What follows belongs to an exercise in optimizing a design on an open flow for small area, a short achievable clock period and few clock cycles per item; a production flow would make more cautious choices. Function was checked by simulation only, so behaviour that the tests miss may differ from the original. Power figures rest on the tool's default switching activity, not on a simulated workload.

==> design/flow/design.v <==
`timescale 1ns/1ps
module icache_top (
   input  logic                      clk,
   input  logic                      reset,
   input  logic [32:0]   cpu_req,
   input  logic                      req_valid,
   output logic                      req_ready,
   output logic [32:0]   cpu_resp,
   output logic                      resp_valid,
   input  logic                      resp_ready,
   output logic [32-1:0] mem_req,
   output logic                      mem_valid,
   input  logic                      mem_ready,
   input  logic [32-1:0] mem_rdata,
   input  logic                      mem_rdata_valid
);
   localparam int AW = 32;
   localparam int WW = 32;
   localparam int NS = 16;
   localparam int NL = 4;
   localparam int OW = $clog2(4 * 32 / 8);
   localparam int IW = $clog2(16);
   localparam int TW = (32 - $clog2(16) - $clog2(4 * 32 / 8));
   localparam int SW = $clog2(4);
   localparam int BW = $clog2(32 / 8);
   localparam int LW = AW - OW;
   localparam int NE = NS * NL;
   logic          r0_v, r1_v;
   logic [AW:0]   r0_q, r1_q;
   logic [NS-1:0] r0_soh;
   logic [NE-1:0] r0_eoh;
   logic          acc;
   logic          mv;
   logic          r0_load;
   logic [AW:0]   r0_src;
   assign req_ready = !r1_v;
   assign acc = req_valid && req_ready;
   always_ff @(posedge clk) begin
      if (reset) begin
         r0_v <= 1'b0;
         r1_v <= 1'b0;
      end else if (mv) begin
         if (r1_v) begin
            r0_v <= 1'b1;
            r1_v <= acc;
         end else begin
            r0_v <= acc;
         end
      end else if (acc) begin
         if (!r0_v) begin
            r0_v <= 1'b1;
         end else begin
            r1_v <= 1'b1;
         end
      end
   end
   assign r0_load = mv ? (r1_v || acc) : (acc && !r0_v);
   assign r0_src = r1_v ? r1_q : cpu_req;
   always_ff @(posedge clk) begin
      if (r0_load) begin
         r0_q <= r0_src;
         for (int s = 0; s < NS; s++) begin
            r0_soh[s] <= r0_src[OW +: IW] == IW'(s);
         end
         for (int e = 0; e < NE; e++) begin
            r0_eoh[e] <= r0_src[BW +: IW+SW] == (IW+SW)'(e);
         end
      end
      if (acc) begin
         r1_q <= cpu_req;
      end
   end
   logic          r0_op;
   logic [IW-1:0] r0_set;
   logic [SW-1:0] r0_word;
   logic [TW-1:0] r0_tag;
   logic [LW-1:0] r0_line;
   assign r0_op = r0_q[AW];
   assign r0_set = r0_q[OW +: IW];
   assign r0_word = r0_q[BW +: SW];
   assign r0_tag = r0_q[AW-1 -: TW];
   assign r0_line = r0_q[AW-1 -: LW];
   logic [NS-1:0] valid0_q, valid1_q;
   logic [NS-1:0] lru_q;
   logic          fill_active;
   logic          fill_live;
   logic          fill_way;
   logic [LW-1:0] fill_line;
   logic [SW-1:0] fill_cnt;
   logic          beat_now;
   logic [IW-1:0] fill_set;
   assign fill_set = fill_line[IW-1:0];
   assign beat_now = fill_active && mem_rdata_valid;
   logic          l_v, l_op, l_hway, l_pend, l_rdy, l_miss;
   logic [AW-1:0] l_a;
   logic [WW-1:0] l_data;
   logic [IW-1:0] l_set;
   logic [SW-1:0] l_word;
   logic [TW-1:0] l_tag;
   assign l_set = l_a[OW +: IW];
   assign l_word = l_a[BW +: SW];
   assign l_tag = l_a[AW-1 -: TW];
   logic commit, victim, l_leave, l_byp;
   assign victim = lru_q[l_set];
   assign commit = l_miss && !fill_active;
   logic inv_now;
   assign inv_now = mv && r0_op;
   logic [NS*TW-1:0] tag0_f, tag1_f;
   logic [NE*WW-1:0] d0_f, d1_f;
   logic [TW-1:0] rt0, rt1;
   logic [WW-1:0] rd0, rd1;
   logic          rv0, rv1;
   always_comb begin
      rt0 = '0;
      rt1 = '0;
      rv0 = 1'b0;
      rv1 = 1'b0;
      for (int s = 0; s < NS; s++) begin
         rt0 = rt0 | ({TW{r0_soh[s]}} & tag0_f[s*TW +: TW]);
         rt1 = rt1 | ({TW{r0_soh[s]}} & tag1_f[s*TW +: TW]);
      end
      rv0 = |(r0_soh & valid0_q);
      rv1 = |(r0_soh & valid1_q);
   end
   for (genvar s = 0; s < NS; s++) begin : g_set
      always_ff @(posedge clk) begin
         if (commit && l_set == IW'(s)) begin
            if (victim) tag1_f[s*TW +: TW] <= l_tag;
            else        tag0_f[s*TW +: TW] <= l_tag;
         end
      end
      always_ff @(posedge clk) begin
         if (reset) begin
            valid0_q[s] <= 1'b0;
            valid1_q[s] <= 1'b0;
         end else if (commit && l_set == IW'(s)) begin
            if (victim) valid1_q[s] <= 1'b1;
            else        valid0_q[s] <= 1'b1;
         end else if (inv_now && r0_set == IW'(s)) begin
            if (r0_q[0]) valid1_q[s] <= 1'b0;
            else         valid0_q[s] <= 1'b0;
         end
      end
      always_ff @(posedge clk) begin
         if (reset) begin
            lru_q[s] <= 1'b0;
         end else if (l_leave && !l_op && l_set == IW'(s)) begin
            lru_q[s] <= !l_hway;
         end
      end
   end
   for (genvar e = 0; e < NE; e++) begin : g_ent
      always_ff @(posedge clk) begin
         if (beat_now && {fill_set, fill_cnt} == (IW+SW)'(e)) begin
            if (fill_way) d1_f[e*WW +: WW] <= mem_rdata;
            else          d0_f[e*WW +: WW] <= mem_rdata;
         end
      end
   end
   always_comb begin
      rd0 = '0;
      rd1 = '0;
      for (int e = 0; e < NE; e++) begin
         rd0 = rd0 | ({WW{r0_eoh[e]}} & d0_f[e*WW +: WW]);
         rd1 = rd1 | ({WW{r0_eoh[e]}} & d1_f[e*WW +: WW]);
      end
   end
   logic h0, h1, fm, fmp, arr_now;
   assign h0 = rv0 && rt0 == r0_tag;
   assign h1 = rv1 && rt1 == r0_tag;
   assign fm = !r0_op && fill_active && fill_live && r0_line == fill_line;
   assign fmp = fm && fill_cnt <= r0_word;
   assign arr_now = beat_now && fill_cnt == r0_word;
   assign l_byp = l_pend && beat_now && fill_cnt == l_word;
   assign resp_valid = l_rdy || l_byp;
   assign l_leave = resp_valid && resp_ready;
   assign mv = r0_v && (!l_v || l_leave);
   always_ff @(posedge clk) begin
      if (reset) begin
         l_v <= 1'b0;
         l_rdy <= 1'b0;
         l_miss <= 1'b0;
         l_pend <= 1'b0;
      end else if (mv) begin
         l_v <= 1'b1;
         l_rdy <= r0_op || ((h0 || h1) && !(fmp && !arr_now));
         l_miss <= !r0_op && !h0 && !h1;
         l_pend <= fmp && !arr_now;
      end else if (l_leave) begin
         l_v <= 1'b0;
         l_rdy <= 1'b0;
         l_pend <= 1'b0;
      end else if (commit) begin
         l_miss <= 1'b0;
         l_pend <= 1'b1;
      end else if (l_byp) begin
         l_rdy <= 1'b1;
         l_pend <= 1'b0;
      end
   end
   always_ff @(posedge clk) begin
      if (mv) begin
         l_op <= r0_op;
         l_a <= r0_q[AW-1:0];
         l_hway <= h1;
         if (fmp && arr_now) begin
            l_data <= mem_rdata;
         end else begin
            l_data <= ({WW{h0 && !fmp && !r0_op}} & rd0) | ({WW{h1 && !fmp && !r0_op}} & rd1);
         end
      end else if (commit) begin
         l_hway <= victim;
      end else if (l_byp) begin
         l_data <= mem_rdata;
      end
   end
   assign cpu_resp = {l_op, l_byp ? mem_rdata : l_data};
   logic mreq_q;
   assign mem_valid = commit || mreq_q;
   assign mem_req = {l_a[AW-1:OW], {OW{1'b0}}};
   always_ff @(posedge clk) begin
      if (reset) begin
         mreq_q <= 1'b0;
         fill_active <= 1'b0;
         fill_live <= 1'b0;
      end else begin
         if (commit) begin
            mreq_q <= !mem_ready;
         end else if (mem_ready) begin
            mreq_q <= 1'b0;
         end
         if (commit) begin
            fill_active <= 1'b1;
            fill_live <= 1'b1;
         end else begin
            if (beat_now && fill_cnt == SW'(NL - 1)) begin
               fill_active <= 1'b0;
            end
            if (inv_now && r0_set == fill_set && r0_q[0] == fill_way) begin
               fill_live <= 1'b0;
            end
         end
      end
   end
   always_ff @(posedge clk) begin
      if (commit) begin
         fill_line <= l_a[AW-1:OW];
         fill_way <= victim;
         fill_cnt <= '0;
      end else if (beat_now) begin
         fill_cnt <= fill_cnt + SW'(1);
      end
   end
endmodule
==> design/flow/run.sh <==
#!/bin/bash
# synth_recipe.tcl (not shown) runs the flow's synth.tcl, then flattens the netlist and writes it again
# the make line also repeats each setting of config.mk as NAME=value (left out here)
make -C /OpenROAD-flow-scripts/flow DESIGN_CONFIG=/design/flow/config.mk WORK_HOME=/design/flow/orfs CLKGATE_MAP_FILE= SYNTH_SCRIPT=/design/flow/synth_recipe.tcl finish
==> design/flow/config.mk <==
export PLATFORM = sky130hd
export DESIGN_NAME = icache_top
export DESIGN_NICKNAME = icache_top
export VERILOG_FILES = /design/flow/design.v
export SDC_FILE = /design/flow/constraint.sdc
export NUM_CORES = 4
export LEC_CHECK = 0
export CAP_MARGIN = 20
export CORE_MARGIN = 2
export CORE_UTILIZATION = 40
export SETUP_SLACK_MARGIN = 4.5
export SLEW_MARGIN = 20
==> design/flow/constraint.sdc <==
create_clock -name core_clock -period 7.0 [get_ports {clk}]
set_input_delay 1.4000 -clock core_clock [delete_from_list [all_inputs] [get_ports {clk}]]
set_output_delay 1.4000 -clock core_clock [all_outputs]
set_load 0.01 [all_outputs]
==> run_results.csv, run 1 <==
group,metric,value,unit
cts,cts_tree,"yes",
finish,most-common-layout-cells,"edfxtp_1, a22o_1, a221oi_1",
drt,drt-pass1-iter-count,9,
drt,drtIter0Drc,30100,
place,hpwl,390,mm
power,pwr-share-clk,0.401,
drt,vias,127000,
setup_path,critPathLaunchType,"register",
drt,ant_nets,0,
grt,grt_pass1_wl,1070,mm
yosys,synthesis.area,0.186,mm^2
grt,grt_max_degree,124,
yosys,synth_edf_count,5101,
drt,dr_wl_met3,160,mm
drt,wl_met2,342,mm
sta,max_slew_margin,0.0934,
floorplan,core_region_area,0.464,mm^2
sta,rsz0062_at_grt,"yes",
cts,ctsHoldBuffers,0,
sta,drv_slew,0,
drt,wl_met1,262,mm
place,dp.cells,15600,
cts,cts.clk_slew.worst_paths,0.08,ns
finish,drive_above_1_share,0.225,
status,outcome,"no timing/DRC/antenna violations",
grt,overflow,0,
power,ir_drop,237,uV
setup_path,arrival,2.94,ns
drt,avgRoutedWirePerCell,48.5,um
floorplan,start_util,0.401,
cts,htreeDepth,5,
grt,grt_pass1_vias,113000,
yosys,syn_avg_cell_area,19.6,um^2
cts,cts.sinks,5160,
yosys,seq_area_frac_synth,0.829,
sta,whs,0.465,ns
sta,fin_crit_sh,0.620,
power,swShare,0.246,
yosys,synth_xor_xnor_area_share,0.00377,
finish,syn2layout_area_growth,23.1,%
setup_path,critPathKind,"reg -> out",
finish,final_area,0.229,mm^2
yosys,synth_async_sr_flop_share,0,
sta,max_freq,230,MHz
sta,clock_skew,0.194,ns
floorplan,io_pins,139,
finish,finalNetCount,10800,
drt,drc,0,
sta,tns,0,ns
yosys,synth_mux_area_frac,0.00443,
yosys,yosysWarnings,1,
drt,routed_wl,841,mm
place,place_area,0.199,mm^2
cts,clock_latency,1.15,ns
finish,final_util,0.494,
job,maxCapViolCount,0,
yosys,synth-simple-area-share,0.0252,
sta,worstMarginPinSlew,1.35,ns
yosys,synth_top_family_by_area,"compound AO/OA/AOI/OAI gates",
power,powerDensity,296,mW/mm^2
sta,period_needed,4.34,ns
power,p_comb_frac,0.092,
cts,clockBufferDepth,4,
floorplan,die-area,0.471,mm^2
yosys,synth-adder-area-share,0.000403,
sta,setup_viol,0,
yosys,synthFlopType,"edfxtp_1",
power,power_leakage,72.7,nW
power,switching_power,16.7,mW
setup_path,required,5.60,ns
yosys,synth_cells,9503,
floorplan,die_h,686,um
setup_path,cp-end-kind,"output pin",
sta,final_hold_viol_count,0,
finish,fillCellCount,36300,
place,dpl_worst_slack,1.57,ns
grt,antenna_found_initial,52,
floorplan,row_count,250,
power,p_seq_frac,0.507,
drt,highest_layer,"met5",
grt,grt_usage,0.339,
setup_path,cp_max_fo,7,
cts,root_buffer,"clkbuf_16",
drt,vias_per_cell,7.30,
hold_path,hold_class,"reg -> reg",
yosys,synth_compound_area_frac,0.121,
finish,fin_cells,17300,
power,internal_power,51.1,mW
yosys,ys_seq_elements,5160,
floorplan,die-width,686,um
place,place.gp.congestion,0.883,
finish,layout_commonest_cell,"edfxtp_1",
yosys,synth_cell_types,57,
place,io_buffers,133,
sta,worst_slack,2.66,ns
power,p_total,67.8,mW
cts,cts_buffers,478,
-- cells by family (layout without fill, tap and decap cells) --
group / count (synthesis) / count (layout)
compound gates: 2631 / 2637
other cells: 1 / 42
simple gates: 858 / 862
buf+inv: 697 / 2312
mux: 70 / 70
flops: 5160 / 5160
fa+ha+maj: 6 / 6
xor+xnor: 80 / 80
-- registers in the layout (all words and copies together), names as in the netlist, 32 cells and up --
register  flops
d0_f       2048
d1_f       2048
l_data       32
r0_eoh       64
r0_q         32
r1_q         32
tag0_f      384
tag1_f      384
-- critical path, stage by stage, from the launching register on --
cell and delay (ns):
dfxtp_2 0.38, nand3_4 0.08, nor3_4 0.22, buf_12 0.22
buf_16 0.21, buf_8 0.14, mux2_4 0.38, buf_6 0.15
-- power by group through the flow --
| stage | combinational, mW | sequential (mW) | clock, mW |
|---|---|---|---|
| 4_1_cts | 5.54 | 34.4 | 26.9 |
| 3_5_place_dp | 5.07 | 35.1 | 0 |
| 5_1_grt | 6.06 | 34.4 | 28.1 |
| 2_1_floorplan | 2.20 | 35.0 | 0 |
| 6_report | 6.23 | 34.4 | 27.2 |
| 3_3_place_gp | 5.00 | 35.1 | 0 |
-- final cells by class --
type / instances / area (um^2) / area share
multi-input combinational: 3659 / 32200 / 0.141
clock inverter: 310 / 3500 / 0.0153
clock buffer: 575 / 12400 / 0.0543
timing repair inverter: 20 / 148 / 0.000645
tap: 6174 / 7720 / 0.0337
antenna: 38 / 95.1 / 0.000415
inverter: 61 / 453 / 0.00198
timing repair buffer: 1346 / 18100 / 0.0791
sequential: 5160 / 154000 / 0.674
-- what timing repair did --
item,CTS,global route
setup buffers,531,163
resized for setup,948,347
endpoints found under the setup margin,5259,2445
endpoints found under the hold margin,0,0
gates cloned,95,20
pin swaps,201,100
-- routing by layer --
| layer | up-vias | global-route usage |
|---|---|---|
| met5 | - | 0.000816 |
| met3 | 3767 | 0.136 |
| met4 | 34 | 0.231 |
| li1 | 43700 | - |
| met2 | 15300 | 0.477 |
| met1 | 63800 | 0.429 |
-- Yosys cell counts (all sizes together), types with 7 or more instances --
cell,instances,share of area
a221oi,1203,0.057
nor2,229,0.0046
xor2,61,0.0029
a21oi,53,0.0014
o31ai,35,0.0014
inv,60,0.0012
mux2i,7,0.00038
a22o,1204,0.057
dfxtp,59,0.0063
clkbuf,330,0.0067
o22ai,32,0.0011
or4,70,0.0028
nand2,97,0.0020
edfxtp,5101,0.82
a31oi,34,0.0011
a22oi,43,0.0018
xnor2,19,0.00089
nand4,373,0.013
a311oi,17,0.00080
buf,306,0.0076
nor4,16,0.00065
nor2b,8,0.00027
mux2,59,0.0036
nor3,17,0.00054
nand3,11,0.00030
-- final timing paths --
check,end,slack [ns],cells past startpoint,startpoint
worst max-delay path,cpu_resp[5],2.66,7,l_pend
worst min-delay path,l_a[3],0.47,0,r0_q[3]
worst max register to register,l_data[11],3.13,13,r0_soh[6]
worst min register to register,l_a[3],0.47,0,r0_q[3]
Testbench counts, summed over its fixed seeds: cycles 48,033, requests 32,000.
==> run 2, diff against run 1 <==
--- a/design/flow/design.v
+++ b/design/flow/design.v
@@ -171,31 +171,59 @@
    assign fm = !r0_op && fill_active && fill_live && r0_line == fill_line;
    assign fmp = fm && fill_cnt <= r0_word;
    assign arr_now = beat_now && fill_cnt == r0_word;
-   assign l_byp = l_pend && beat_now && fill_cnt == l_word;
+   logic l_bsel;
+   logic mreq_q, mvq;
+   assign l_byp = l_bsel && mem_rdata_valid;
    assign resp_valid = l_rdy || l_byp;
    assign l_leave = resp_valid && resp_ready;
    assign mv = r0_v && (!l_v || l_leave);
+   logic          l_v_n, l_rdy_n, l_miss_n, l_pend_n, fill_active_n, mreq_n;
+   logic [SW-1:0] l_word_n, fill_cnt_n;
+   always_comb begin
+      l_v_n = l_v;
+      l_rdy_n = l_rdy;
+      l_miss_n = l_miss;
+      l_pend_n = l_pend;
+      if (mv) begin
+         l_v_n = 1'b1;
+         l_rdy_n = r0_op || ((h0 || h1) && !(fmp && !arr_now));
+         l_miss_n = !r0_op && !h0 && !h1;
+         l_pend_n = fmp && !arr_now;
+      end else if (l_leave) begin
+         l_v_n = 1'b0;
+         l_rdy_n = 1'b0;
+         l_pend_n = 1'b0;
+      end else if (commit) begin
+         l_miss_n = 1'b0;
+         l_pend_n = 1'b1;
+      end else if (l_byp) begin
+         l_rdy_n = 1'b1;
+         l_pend_n = 1'b0;
+      end
+      l_word_n = mv ? r0_word : l_word;
+      fill_cnt_n = commit ? SW'(0) : beat_now ? fill_cnt + SW'(1) : fill_cnt;
+      fill_active_n = commit || (fill_active && !(beat_now && fill_cnt == SW'(NL - 1)));
+      mreq_n = commit ? !mem_ready : (mreq_q && !mem_ready);
+   end
    always_ff @(posedge clk) begin
       if (reset) begin
          l_v <= 1'b0;
          l_rdy <= 1'b0;
          l_miss <= 1'b0;
          l_pend <= 1'b0;
-      end else if (mv) begin
-         l_v <= 1'b1;
-         l_rdy <= r0_op || ((h0 || h1) && !(fmp && !arr_now));
-         l_miss <= !r0_op && !h0 && !h1;
-         l_pend <= fmp && !arr_now;
-      end else if (l_leave) begin
-         l_v <= 1'b0;
-         l_rdy <= 1'b0;
-         l_pend <= 1'b0;
-      end else if (commit) begin
-         l_miss <= 1'b0;
-         l_pend <= 1'b1;
-      end else if (l_byp) begin
-         l_rdy <= 1'b1;
-         l_pend <= 1'b0;
+         l_bsel <= 1'b0;
+         mreq_q <= 1'b0;
+         mvq <= 1'b0;
+         fill_active <= 1'b0;
+      end else begin
+         l_v <= l_v_n;
+         l_rdy <= l_rdy_n;
+         l_miss <= l_miss_n;
+         l_pend <= l_pend_n;
+         l_bsel <= l_pend_n && fill_cnt_n == l_word_n;
+         mreq_q <= mreq_n;
+         mvq <= (l_miss_n && !fill_active_n) || mreq_n;
+         fill_active <= fill_active_n;
       end
    end
    always_ff @(posedge clk) begin
@@ -214,32 +242,16 @@
          l_data <= mem_rdata;
       end
    end
-   assign cpu_resp = {l_op, l_byp ? mem_rdata : l_data};
-   logic mreq_q;
-   assign mem_valid = commit || mreq_q;
+   assign cpu_resp = {l_op, l_data | (mem_rdata & {WW{l_bsel}})};
+   assign mem_valid = mvq;
    assign mem_req = {l_a[AW-1:OW], {OW{1'b0}}};
    always_ff @(posedge clk) begin
       if (reset) begin
-         mreq_q <= 1'b0;
-         fill_active <= 1'b0;
          fill_live <= 1'b0;
-      end else begin
-         if (commit) begin
-            mreq_q <= !mem_ready;
-         end else if (mem_ready) begin
-            mreq_q <= 1'b0;
-         end
-         if (commit) begin
-            fill_active <= 1'b1;
-            fill_live <= 1'b1;
-         end else begin
-            if (beat_now && fill_cnt == SW'(NL - 1)) begin
-               fill_active <= 1'b0;
-            end
-            if (inv_now && r0_set == fill_set && r0_q[0] == fill_way) begin
-               fill_live <= 1'b0;
-            end
-         end
+      end else if (commit) begin
+         fill_live <= 1'b1;
+      end else if (inv_now && r0_set == fill_set && r0_q[0] == fill_way) begin
+         fill_live <= 1'b0;
       end
    end
    always_ff @(posedge clk) begin
--- a/design/flow/config.mk
+++ b/design/flow/config.mk
@@ -8,5 +8,5 @@
 export CAP_MARGIN = 20
 export CORE_MARGIN = 2
 export CORE_UTILIZATION = 40
-export SETUP_SLACK_MARGIN = 4.5
+export SETUP_SLACK_MARGIN = 3.6
 export SLEW_MARGIN = 20
==> run 2 against run 1 <==
Compared with the run above:
- flip-flop and latch count is 2 higher
- critical endpoint is now cpu_resp[10]
- first-iteration DRC count is 7.1% lower
- setup slack better by 0.56 ns
- global-route usage is 1.3 points lower
- largest cell class unchanged
==> run_results.csv, run 2 <==
group,metric,value,unit
power,powerDensity,297,mW/mm^2
yosys,synthTopCellsByCount,"edfxtp_1, a22o_1, a221oi_1",
sta,final_hold_viol_count,0,
sta,worst_slack,3.21,ns
status,outcome,"no timing/DRC/antenna violations",
finish,layout_commonest_cell,"edfxtp_1",
cts,clockBufferDepth,4,
yosys,yosysTopAreaCellShare,0.824,
setup_path,r2r_slack,3.30,ns
drt,vias_per_cell,7.11,
yosys,seq_area_frac_synth,0.831,
cts,htreeDepth,5,
yosys,synth.most_common_cell,"edfxtp_1",
floorplan,start_util,0.401,
sta,tns,0,ns
grt,grt_pass1_wl,1030,mm
place,hpwl,387,mm
power,ir_drop,245,uV
sta,worstMarginPinSlew,1.34,ns
drt,routed_wl,790,mm
sta,rsz0062_at_grt,"yes",
place,io_buffers,133,
cts,cts_buffers,484,
drt,vias,120000,
grt,grt_max_degree,115,
yosys,synthTopCellsByArea,"edfxtp_1, a22o_1, a221oi_1",
floorplan,row_count,250,
place,place.gp.congestion,0.882,
sta,setup_viol,0,
hold_path,hold_class,"reg -> reg",
yosys,synth_async_sr_flop_share,0,
floorplan,die-area,0.470,mm^2
finish,reg_top3,"d0_f x2048, d1_f x2048",
cts,root_buffer,"clkbuf_16",
setup_path,arrival,2.39,ns
yosys,synth_area_leader_cell,"edfxtp_1",
grt,antenna_found_initial,56,
cts,cts_tree,"yes",
grt,overflow,0,
drt,drt-pass1-iter-count,8,
sta,clock_skew,0.131,ns
sta,max_freq,264,MHz
sta,max_slew_margin,0.103,
finish,most-common-layout-cells,"edfxtp_1, a22o_1, a221oi_1",
floorplan,core_region_area,0.463,mm^2
sta,period_needed,3.79,ns
yosys,synth_cells,9574,
grt,grt_pass1_vias,110000,
grt,grt_usage,0.326,
floorplan,io_pins,139,
yosys,synth_cell_types,56,
yosys,ys_seq_elements,5162,
yosys,syn_avg_cell_area,19.4,um^2
place,dp.cells,15700,
setup_path,critPathKind,"reg -> out",
cts,cts.sinks,5162,
yosys,synthesis.area,0.186,mm^2
drt,ant_nets,0,
cts,clock_latency,1.10,ns
floorplan,die_h,686,um
finish,drive_above_1_share,0.169,
drt,drtIter0Drc,27900,
finish,final_util,0.472,
drt,drc,0,
setup_path,required,5.60,ns
cts,cts.clk_slew.worst_paths,0.06,ns
finish,fin_cells,16900,
yosys,synth_edf_count,5101,
setup_path,cp-end-kind,"output pin",
sta,drv_slew,0,
job,maxCapViolCount,0,
drt,avgRoutedWirePerCell,46.8,um
setup_path,critPathLaunchType,"register",
setup_path,cp_max_fo,5,
finish,finalNetCount,10400,
finish,syn2layout_area_growth,17.6,%
power,power_leakage,68.5,nW
place,dpl_worst_slack,1.57,ns
yosys,yosysWarnings,1,
floorplan,die-width,686,um
yosys,synthFlopType,"edfxtp_1",
sta,whs,0.469,ns
sta,fin_crit_sh,0.541,
run 2: changes by cell type after synthesis, moves of 33 or more:
cell,previous run,this run
nand3_1,11,116
a21o_1,1,34
nand4_1,373,315
a22oi_1,41,586
a221oi_1,1203,905
a22o_1,1204,931
nor2_1,228,285
nor4_1,14,47
run 2: cell type report:
type	instances	area [um^2]
clock buffers	579	12500
fillers	37700	245000
multi-input cells	3744	30700
diodes	27	67.6
clock inverters	321	2980
flip-flops and latches	5162	154000
well taps	6174	7720
repair buffers	832	9910
inverters	52	196
run 2: path summary, 6_finish.rpt:
check | start | end | cells past startpoint
setup / recovery | l_bsel | cpu_resp[10] | 6
hold / removal | valid0_q[14] | valid0_q[14] | 2
setup reg to reg | r0_eoh[37] | l_data[10] | 8
hold reg to reg | valid0_q[14] | valid0_q[14] | 2
run 2: critical path: stages, from the launching register on:
cell and delay (ns):
dfxtp_4 0.36, buf_12 0.14, buf_12 0.15, buf_16 0.13
buf_12 0.14, a21o_4 0.28, buf_6 0.16
run 2: cells by family after synthesis:
logic type / synth area share
buf+inv: 0.0154
flops: 0.831
other cells: 0.0000202
simple gates: 0.0272
fa+ha+maj: 0.000404
compound gates: 0.120
mux: 0.00261
xor+xnor: 0.00377
run 2: per-layer routing:
layer | share of wire | wire length [um] | global-route usage
met1 | 0.33 | 260000 | 0.416
met2 | 0.42 | 335000 | 0.471
met3 | 0.18 | 139000 | 0.126
met4 | 0.072 | 56800 | 0.195
met5 | 0.00025 | 194 | 0
run 2: where the power goes:
part           internal (mW)  switching (mW)  leakage (nW)
clock network           14.4            11.9          7.57
registers               34.1           0.132          46.5
logic                   1.08            3.27          14.4
run 2: stage by stage:
stage / cell area [um^2] / total power [mW]
6_report: 219000 / 64.8
5_1_grt: 218000 / 65.8
4_1_cts: 218000 / 64.4
3_5_place_dp: 198000 / 38.6
3_3_place_gp: 198000 / 38.6
2_1_floorplan: 186000 / 36.3
run 2: repair_timing:
item                                    in CTS  in global routing
resized for setup                          517                 82
endpoints found under the setup margin    2816                112
setup buffers                              181                 12
pin swaps                                   86                 23
hold buffers                                 0                  0
cloned                                      34                  2
Testbench counts of run 2, summed over its fixed seeds: cycles 48,033, requests 32,000.
==> run 3, diff against run 2 <==
--- a/design/flow/design.v
+++ b/design/flow/design.v
@@ -93,7 +93,8 @@
    assign beat_now = fill_active && mem_rdata_valid;
    logic          l_v, l_op, l_hway, l_pend, l_rdy, l_miss;
    logic [AW-1:0] l_a;
-   logic [WW-1:0] l_data;
+   logic [WW-1:0] l_w0, l_w1;
+   logic          l_s0, l_s1;
    logic [IW-1:0] l_set;
    logic [SW-1:0] l_word;
    logic [TW-1:0] l_tag;
@@ -231,18 +232,25 @@
          l_op <= r0_op;
          l_a <= r0_q[AW-1:0];
          l_hway <= h1;
+         l_w1 <= rd1;
          if (fmp && arr_now) begin
-            l_data <= mem_rdata;
+            l_w0 <= mem_rdata;
+            l_s0 <= 1'b1;
+            l_s1 <= 1'b0;
          end else begin
-            l_data <= ({WW{h0 && !fmp && !r0_op}} & rd0) | ({WW{h1 && !fmp && !r0_op}} & rd1);
+            l_w0 <= rd0;
+            l_s0 <= h0 && !fmp && !r0_op;
+            l_s1 <= h1 && !fmp && !r0_op;
          end
       end else if (commit) begin
          l_hway <= victim;
       end else if (l_byp) begin
-         l_data <= mem_rdata;
-      end
-   end
-   assign cpu_resp = {l_op, l_data | (mem_rdata & {WW{l_bsel}})};
+         l_w0 <= mem_rdata;
+         l_s0 <= 1'b1;
+         l_s1 <= 1'b0;
+      end
+   end
+   assign cpu_resp = {l_op, (l_w0 & {WW{l_s0}}) | (l_w1 & {WW{l_s1}}) | (mem_rdata & {WW{l_bsel}})};
    assign mem_valid = mvq;
    assign mem_req = {l_a[AW-1:OW], {OW{1'b0}}};
    always_ff @(posedge clk) begin
--- a/design/flow/config.mk
+++ b/design/flow/config.mk
@@ -8,5 +8,7 @@
 export CAP_MARGIN = 20
 export CORE_MARGIN = 2
 export CORE_UTILIZATION = 40
+export CTS_CLUSTER_DIAMETER = 80
+export CTS_CLUSTER_SIZE = 20
 export SETUP_SLACK_MARGIN = 3.6
 export SLEW_MARGIN = 20
==> run 3 against run 2 <==
Compared with the run above:
- final cell count down 3.8%
- wire length fell by 3.3%
- via count shrank 3.2%
- critical endpoint is now cpu_resp[14]
- largest cell class unchanged
==> run_results.csv, run 3 <==
group,metric,value,unit
cts,clock_latency,0.99,ns
finish,finalNetCount,10100,
yosys,yosysWarnings,1,
finish,drive_above_1_share,0.133,
place,dp.cells,15700,
floorplan,die-area,0.472,mm^2
yosys,synth_async_sr_flop_share,0,
yosys,yosysTopAreaCellShare,0.826,
floorplan,core_region_area,0.464,mm^2
grt,grt_pass1_vias,107000,
drt,vias_per_cell,7.15,
power,p_total,56.6,mW
place,io_buffers,133,
setup_path,startpoint,"l_s0",
yosys,syn_avg_cell_area,19.6,um^2
sta,max_freq,224,MHz
setup_path,critPathLaunchType,"register",
setup_path,cp-end-kind,"output pin",
finish,reg_top3,"d0_f x2048, d1_f x2048",
setup_path,r2r-end,"l_w0[23]",
grt,grtUsageMet2,0.475,
grt,grt_usage,0.313,
grt,gr-usage-met1,0.404,
status,outcome,"no timing/DRC/antenna violations",
sta,rsz0062_at_grt,"yes",
floorplan,row_count,250,
place,place_area,0.199,mm^2
drt,drt-pass1-iter-count,7,
setup_path,critPathKind,"reg -> out",
floorplan,die_h,687,um
drt,drtIter0Drc,26700,
power,power_leakage,64.5,nW
setup_path,cp_max_fo,4,
finish,fillCellCount,38800,
cts,cts.clk_slew.worst_paths,0.09,ns
drt,vias,116000,
grt,overflow,0,
yosys,synthTopCellsByCount,"edfxtp_1, a22o_1, a221oi_1",
sta,whs,0.479,ns
setup_path,r2r_slack,3.45,ns
grt,top_usage_layer,"met2",
cts,cts_tree,"yes",
yosys,synth_edf_count,5135,
yosys,ys_seq_elements,5196,
yosys,synthesis.area,0.187,mm^2
cts,cts_buffers,303,
yosys,synthTopCellsByArea,"edfxtp_1, a22o_1, a221oi_1",
yosys,synth_cell_types,52,
grt,grt_pass1_wl,994,mm
sta,drv_slew,0,
sta,period_needed,4.47,ns
sta,setup_viol,0,
finish,layout_commonest_cell,"edfxtp_1",
setup_path,crit_end,"cpu_resp[14]",
place,dpl_worst_slack,1.54,ns
cts,cts.sinks,5196,
sta,final_hold_viol_count,0,
floorplan,die-width,687,um
place,place.gp.congestion,0.856,
drt,routed_wl,764,mm
yosys,seq_area_frac_synth,0.832,
setup_path,arrival,3.07,ns
yosys,synth.most_common_cell,"edfxtp_1",
sta,worst_slack,2.53,ns
finish,final_area,0.210,mm^2
place,hpwl,389,mm
sta,max_slew_margin,0.147,
drt,drc,0,
floorplan,start_util,0.402,
finish,fin_cells,16200,
cts,htreeDepth,5,
setup_path,required,5.60,ns
sta,worstMarginPinSlew,1.28,ns
cts,clockBufferDepth,4,
job,maxCapViolCount,0,
setup_path,r2r-start,"r0_eoh[38]",
yosys,synthFlopType,"edfxtp_1",
grt,antenna_found_initial,32,
sta,fin_crit_sh,0.639,
hold_path,hold_class,"reg -> reg",
yosys,synth_area_leader_cell,"edfxtp_1",
finish,syn2layout_area_growth,12.3,%
floorplan,io_pins,139,
setup_path,rr_worst_depth,6,
drt,ant_nets,0,
cts,root_buffer,"clkbuf_16",
yosys,synth_cells,9512,
drt,avgRoutedWirePerCell,47.0,um
power,ir_drop,198,uV
sta,clock_skew,0.0517,ns
grt,grt_max_degree,114,
cts,ctsHoldBuffers,0,
finish,final_util,0.452,
sta,tns,0,ns
grt,use_met3,0.0846,
power,powerDensity,270,mW/mm^2
finish,most-common-layout-cells,"edfxtp_1, a22o_1, a221oi_1",
==> run 3: layer usage <==
metal / up-vias / share of wire
met5: - / 0.00017
met4: 14 / 0.078
met3: 2679 / 0.15
met2: 11900 / 0.44
met1: 60000 / 0.33
li1: 41600 / -
==> run 3: logic make-up (layout without fill, tap and decap cells) <==
family                   Yosys count  in the layout  synth area share
AO/OA/AOI/OAI                   2608           2608             0.121
adder cells (fa/ha/maj)            6              6          0.000402
XOR/XNOR                          80             80           0.00375
multiplexers                      40             40           0.00259
flip-flops                      5196           5196             0.832
other                              1             24         0.0000201
buffers and inverters            711           1246            0.0159
AND/OR/NAND/NOR                  870            870            0.0241
==> run 3: cell type report <==
class | instances | area, um^2 | area share
sequential | 5196 | 155000 | 0.741
clock buffer | 323 | 7780 | 0.0371
multi-input combinational | 3608 | 29800 | 0.142
timing repair buffer | 804 | 8240 | 0.0393
inverter | 88 | 368 | 0.00175
tap | 6174 | 7720 | 0.0368
antenna | 20 | 50.0 | 0.000239
clock inverter | 30 | 373 | 0.00178
timing repair inverter | 1 | 8.76 | 0.0000417
==> run 3: what timing repair did <==
action                                   CTS  global route
gates cloned                               4             2
endpoints found under the setup margin  3775           778
pin swaps                                 63            36
buffers inserted                         145            48
resized for setup                        294            72
==> run 3: worst min path at each step <==
stage,to,start,cells past startpoint
floorplan,l_a[6],r0_q[6],0
CTS,valid0_q[3],valid0_q[3],2
finish,valid0_q[3],valid0_q[3],2
global placement,valid0_q[3],valid0_q[3],2
global route,valid0_q[3],valid0_q[3],2
detailed placement,valid0_q[3],valid0_q[3],2
==> run 3: critical path, cell delays in order (launching register included) <==
cell      delay, ns
edfxtp_1       0.40
buf_8          0.15
buf_6          0.11
buf_6          0.12
buf_12         0.12
buf_12         0.12
a222oi_1       0.73
inv_1          0.15
buf_6          0.18
==> run 3: report_power, final <==
part	internal [mW]	switching, mW	total (mW)
Clock	8.06	10.0	18.1
Sequential	34.3	0.173	34.4
Combinational	0.979	3.11	4.09
Testbench counts of run 3, summed over its fixed seeds: cycles 48,033, requests 32,000.

-- re-timing with driven ports --
The flow's constraints put no driver on any port. The routed layouts listed below were extracted and timed again, unchanged, in two steps. Step 1 (the two cells are an assumption about what drives the block):
set clk [get_ports {clk}]
set_driving_cell -lib_cell sky130_fd_sc_hd__clkbuf_16 $clk
set_driving_cell -lib_cell sky130_fd_sc_hd__buf_2 [delete_from_list [all_inputs] $clk]
Step 2, shift: input delay + t, output delay - t, t = (earliest + latest rising clock arrival at the registers) / 2. This alone moves slack from input paths to output paths. Three values: ideal, step 1, step 2; two values: the first two.
run	t (ns)	slack for setup (ns)	worst setup path after step 2	worst register clock-pin slew, ns	worst slew at a driven data input, ns
run 1	1.178	2.657 / 2.387 / 2.119	input to register	0.09 / 0.09	0.32
run 2	1.155	3.214 / 3.021 / 2.390	input to register	0.07 / 0.07	0.64
run 3	1.083	2.526 / 2.410 / 2.504	input to register	0.09 / 0.09	0.33
After both steps setup and hold are still met in every run listed. For run 2, which loses most, drivers alone change the setup slack by -0.193 ns; drivers and shift together by -0.824 ns.
